This design comes from an exercise in tuning for small area, a short achievable clock period and few clock cycles per item on the open sky130 flow, not from production work.
Only simulation tests tie the RTL to the original design; equivalence was not proved.
Power and IR drop assume default switching activity.

Design rv_core_top, start of the top module:
module rv_core_top (
    input  logic              clk,
    input  logic              arst_n,
    input  logic              instr_valid,
    output logic              instr_ready,
    input  rv_pkg::word_t     instr,
    output logic              retire_valid,
    input  logic              retire_ready,
    output rv_pkg::reg_addr_t retire_rd,
    output rv_pkg::word_t     retire_data
);
    localparam logic [6:0] OPC_OP     = 7'b0110011;
    localparam logic [6:0] OPC_OP_IMM = 7'b0010011;
    localparam logic [6:0] OPC_LUI    = 7'b0110111;
    logic        adv;
    logic        clr;
    logic        f_valid;
    logic [31:0] f_instr;
    logic [31:1] f_sel1, f_sel2;
    logic        r_valid;
    logic        r_wen;
    logic [4:0]  r_rd;
    logic [31:0] r_a;
    logic [31:0] r_b;
    logic [3:0]  r_sh_lo, r_sh_mid;
    logic        r_sh_hi;
    logic        r_sub, r_sra;
    logic        r_sel_add, r_sel_slt, r_sel_sltu, r_sel_sl, r_sel_sr;
    logic        r_sel_xor, r_sel_or, r_sel_and, r_sel_b;
    logic        o_valid;
    logic        o_wen;
  ...
==> flow/config.mk <==
export PLATFORM = sky130hd
export DESIGN_NAME = rv_core_top
export DESIGN_NICKNAME = rv_core_top
export VERILOG_FILES = /design/flow/design.v
export SDC_FILE = /design/flow/constraint.sdc
export NUM_CORES = 4
export LEC_CHECK = 0
export CAP_MARGIN = 20
export CORE_MARGIN = 2
export CORE_UTILIZATION = 40
export SETUP_SLACK_MARGIN = 2.8
export SLEW_MARGIN = 20
==> flow/constraint.sdc <==
create_clock -name core_clock -period 6.0 [get_ports {clk}]
set_input_delay 1.2000 -clock core_clock [delete_from_list [all_inputs] [get_ports {clk}]]
set_output_delay 1.2000 -clock core_clock [all_outputs]
set_load 0.01 [all_outputs]
run.sh (not shown) runs the stock make flow with config.mk's settings and CLKGATE_MAP_FILE= SYNTH_SCRIPT=/design/flow/synth_recipe.tcl, a recipe that flattens the netlist after the stock synthesis.
The first run completed with no timing, DRC or antenna violations.
Testbench counts at the start, summed over its fixed seeds: cycles 16,024, items 16,000.
==> next run, changes <==
--- a/flow/design.v
+++ b/flow/design.v
@@ -24,52 +24,52 @@
     typedef struct packed {
         reg_addr_t rd;
         word_t     data;
         logic      wen;
     } wb_pkt_t;
 endpackage
 `timescale 1ns/1ps
 module regfile (
     input  logic        clk,
     input  logic        clr,
     input  logic [4:0]  rs1_addr,
     input  logic [4:0]  rs2_addr,
-    input  logic [31:1] rs1_sel,    
-    input  logic [31:1] rs2_sel,    
+    input  logic [11:0] rs1_pre,    
+    input  logic [11:0] rs2_pre,
     output logic [31:0] rs1_data,
     output logic [31:0] rs2_data,
     input  logic        wen,
     input  logic [4:0]  wd_addr,
     input  logic [31:1] wd_sel,     
     input  logic [31:0] wd_data
 );
     logic [31:0] regs [1:31];
     logic [31:0] wd;
     logic [31:1] we;
     logic        hit1, hit2;
     assign wd = clr ? 32'd0 : wd_data;
     for (genvar i = 1; i < 32; i++) begin : g_reg
         assign we[i] = clr || wd_sel[i];
         always_ff @(posedge clk) begin
             if (we[i]) regs[i] <= wd;
         end
     end
     assign hit1 = wen && (wd_addr == rs1_addr);
     assign hit2 = wen && (wd_addr == rs2_addr);
     always_comb begin
         rs1_data = {32{hit1}} & wd_data;
         rs2_data = {32{hit2}} & wd_data;
         for (int i = 1; i < 32; i++) begin
-            rs1_data = rs1_data | ({32{rs1_sel[i] && !wd_sel[i]}} & regs[i]);
-            rs2_data = rs2_data | ({32{rs2_sel[i] && !wd_sel[i]}} & regs[i]);
+            rs1_data = rs1_data | ({32{rs1_pre[8 + i/8] && rs1_pre[i%8] && !wd_sel[i]}} & regs[i]);
+            rs2_data = rs2_data | ({32{rs2_pre[8 + i/8] && rs2_pre[i%8] && !wd_sel[i]}} & regs[i]);
         end
     end
 endmodule
 `timescale 1ns/1ps
 module execute_stage (
     input  logic [31:0] a,
     input  logic [31:0] b,
     input  logic [3:0]  sh_lo,      
     input  logic [3:0]  sh_mid,     
     input  logic        sh_hi,      
     input  logic        sub,        
     input  logic        sra,        
@@ -140,25 +140,25 @@
     output logic              retire_valid,
     input  logic              retire_ready,
     output rv_pkg::reg_addr_t retire_rd,
     output rv_pkg::word_t     retire_data
 );
     localparam logic [6:0] OPC_OP     = 7'b0110011;
     localparam logic [6:0] OPC_OP_IMM = 7'b0010011;
     localparam logic [6:0] OPC_LUI    = 7'b0110111;
     logic        adv;
     logic        clr;
     logic        f_valid;
     logic [31:0] f_instr;
-    logic [31:1] f_sel1, f_sel2;
+    logic [11:0] f_pre1, f_pre2;
     logic        r_valid;
     logic        r_wen;
     logic [4:0]  r_rd;
     logic [31:0] r_a;
     logic [31:0] r_b;
     logic [3:0]  r_sh_lo, r_sh_mid;
     logic        r_sh_hi;
     logic        r_sub, r_sra;
     logic        r_sel_add, r_sel_slt, r_sel_sltu, r_sel_sl, r_sel_sr;
     logic        r_sel_xor, r_sel_or, r_sel_and, r_sel_b;
     logic        o_valid;
     logic        o_wen;
@@ -169,27 +169,31 @@
     assign instr_ready = adv;
     always_ff @(posedge clk or negedge arst_n) begin
         if (!arst_n) clr <= 1'b1;
         else         clr <= 1'b0;
     end
     always_ff @(posedge clk or negedge arst_n) begin
         if (!arst_n)  f_valid <= 1'b0;
         else if (adv) f_valid <= instr_valid;
     end
     always_ff @(posedge clk) begin
         if (adv) begin
             f_instr <= instr;
-            for (int i = 1; i < 32; i++) begin
-                f_sel1[i] <= (instr[19:15] == 5'(i));
-                f_sel2[i] <= (instr[24:20] == 5'(i));
+            for (int i = 0; i < 8; i++) begin
+                f_pre1[i] <= (instr[17:15] == 3'(i));
+                f_pre2[i] <= (instr[22:20] == 3'(i));
+            end
+            for (int i = 0; i < 4; i++) begin
+                f_pre1[8+i] <= (instr[19:18] == 2'(i));
+                f_pre2[8+i] <= (instr[24:23] == 2'(i));
             end
         end
     end
     logic [6:0]  opcode;
     logic [2:0]  funct3;
     logic [6:0]  funct7;
     logic [4:0]  rs1, rs2, rd;
     logic        is_op, is_imm, is_lui, f7_zero, f7_alt, legal;
     logic [31:0] v1, v2, a_n, b_n, a_early, b_early, b_other;
     logic        h2, fb_p, fb_n;
     logic [31:0] u_sum, u_shl, u_shr, u_xor, u_or, u_and;
     logic        u_slt, u_sltu;
@@ -212,26 +216,26 @@
     assign f7_alt  = (funct7 == 7'b0100000);
     always_comb begin
         if (is_op)       legal = f7_zero || (f7_alt && (funct3 == 3'b000 || funct3 == 3'b101));
         else if (is_imm) legal = (funct3 == 3'b001) ? f7_zero :
                                  (funct3 == 3'b101) ? (f7_zero || f7_alt) : 1'b1;
         else             legal = is_lui;
     end
     regfile u_regfile (
         .clk      (clk),
         .clr      (clr),
         .rs1_addr (rs1),
         .rs2_addr (rs2),
-        .rs1_sel  (f_sel1),
-        .rs2_sel  (f_sel2),
+        .rs1_pre  (f_pre1),
+        .rs2_pre  (f_pre2),
         .rs1_data (v1),
         .rs2_data (v2),
         .wen      (o_valid && o_wen),
         .wd_addr  (o_rd),
         .wd_sel   (o_we),
         .wd_data  (o_data)
     );
     assign r_hit1 = r_valid && r_wen && (r_rd == rs1);
     assign r_hit2 = r_valid && r_wen && (r_rd == rs2);
     assign use_rs2 = f_instr[5] && !f_instr[2];                  
     assign sll_n   = (funct3 == 3'b001);
     assign sub_n   = !f_instr[2] && ((funct3 == 3'b010) || (funct3 == 3'b011) ||
Final cell count went down by 3.5%.
Synthesized area went down by 3.0%.
Flip-flop and latch count went down by 38.
Utilization barely changes.
Count of clock-buffer cells in the layout went down by 23.
Register-to-register slack is worse by 0.03 ns.
Global-route usage hardly moves.
Worst setup slack is worse by 0.032 ns.
Power went up by about 0.7%.
Via count went down by about 2.8%.
Critical path depth went up by 3.
Hold slack stays flat.
Fmax went down by about 0.9%.
Testbench counts after the change, summed over its fixed seeds: cycles 16,024, items 16,000.

-- static timing again, ports no longer ideal --
In the flow no input, the clock included, has a driving cell. The finished layouts below were timed again as built, in two steps.
Step 1 assumes that a clkbuf_16 drives the clock port and a buf_2 every other input.
Step 2 moves the port delays by t, midway between the first and last clock arrival at a register: inputs arrive t later, outputs are due t later. That takes back most of the time a late clock gives input paths.
a / b / c = no drivers / after step 1 / after step 2; a / b = the first two.
run	t (ns)	setup slack, ns	slew at the worst register clock pin (ns)	worst data-port slew with drivers (ns)
the first run	0.871	2.659 / 2.659 / 2.659	0.07 / 0.07	0.05
the second run	0.847	2.627 / 2.627 / 2.627	0.08 / 0.08	0.05
After both steps every run listed still meets setup and hold.
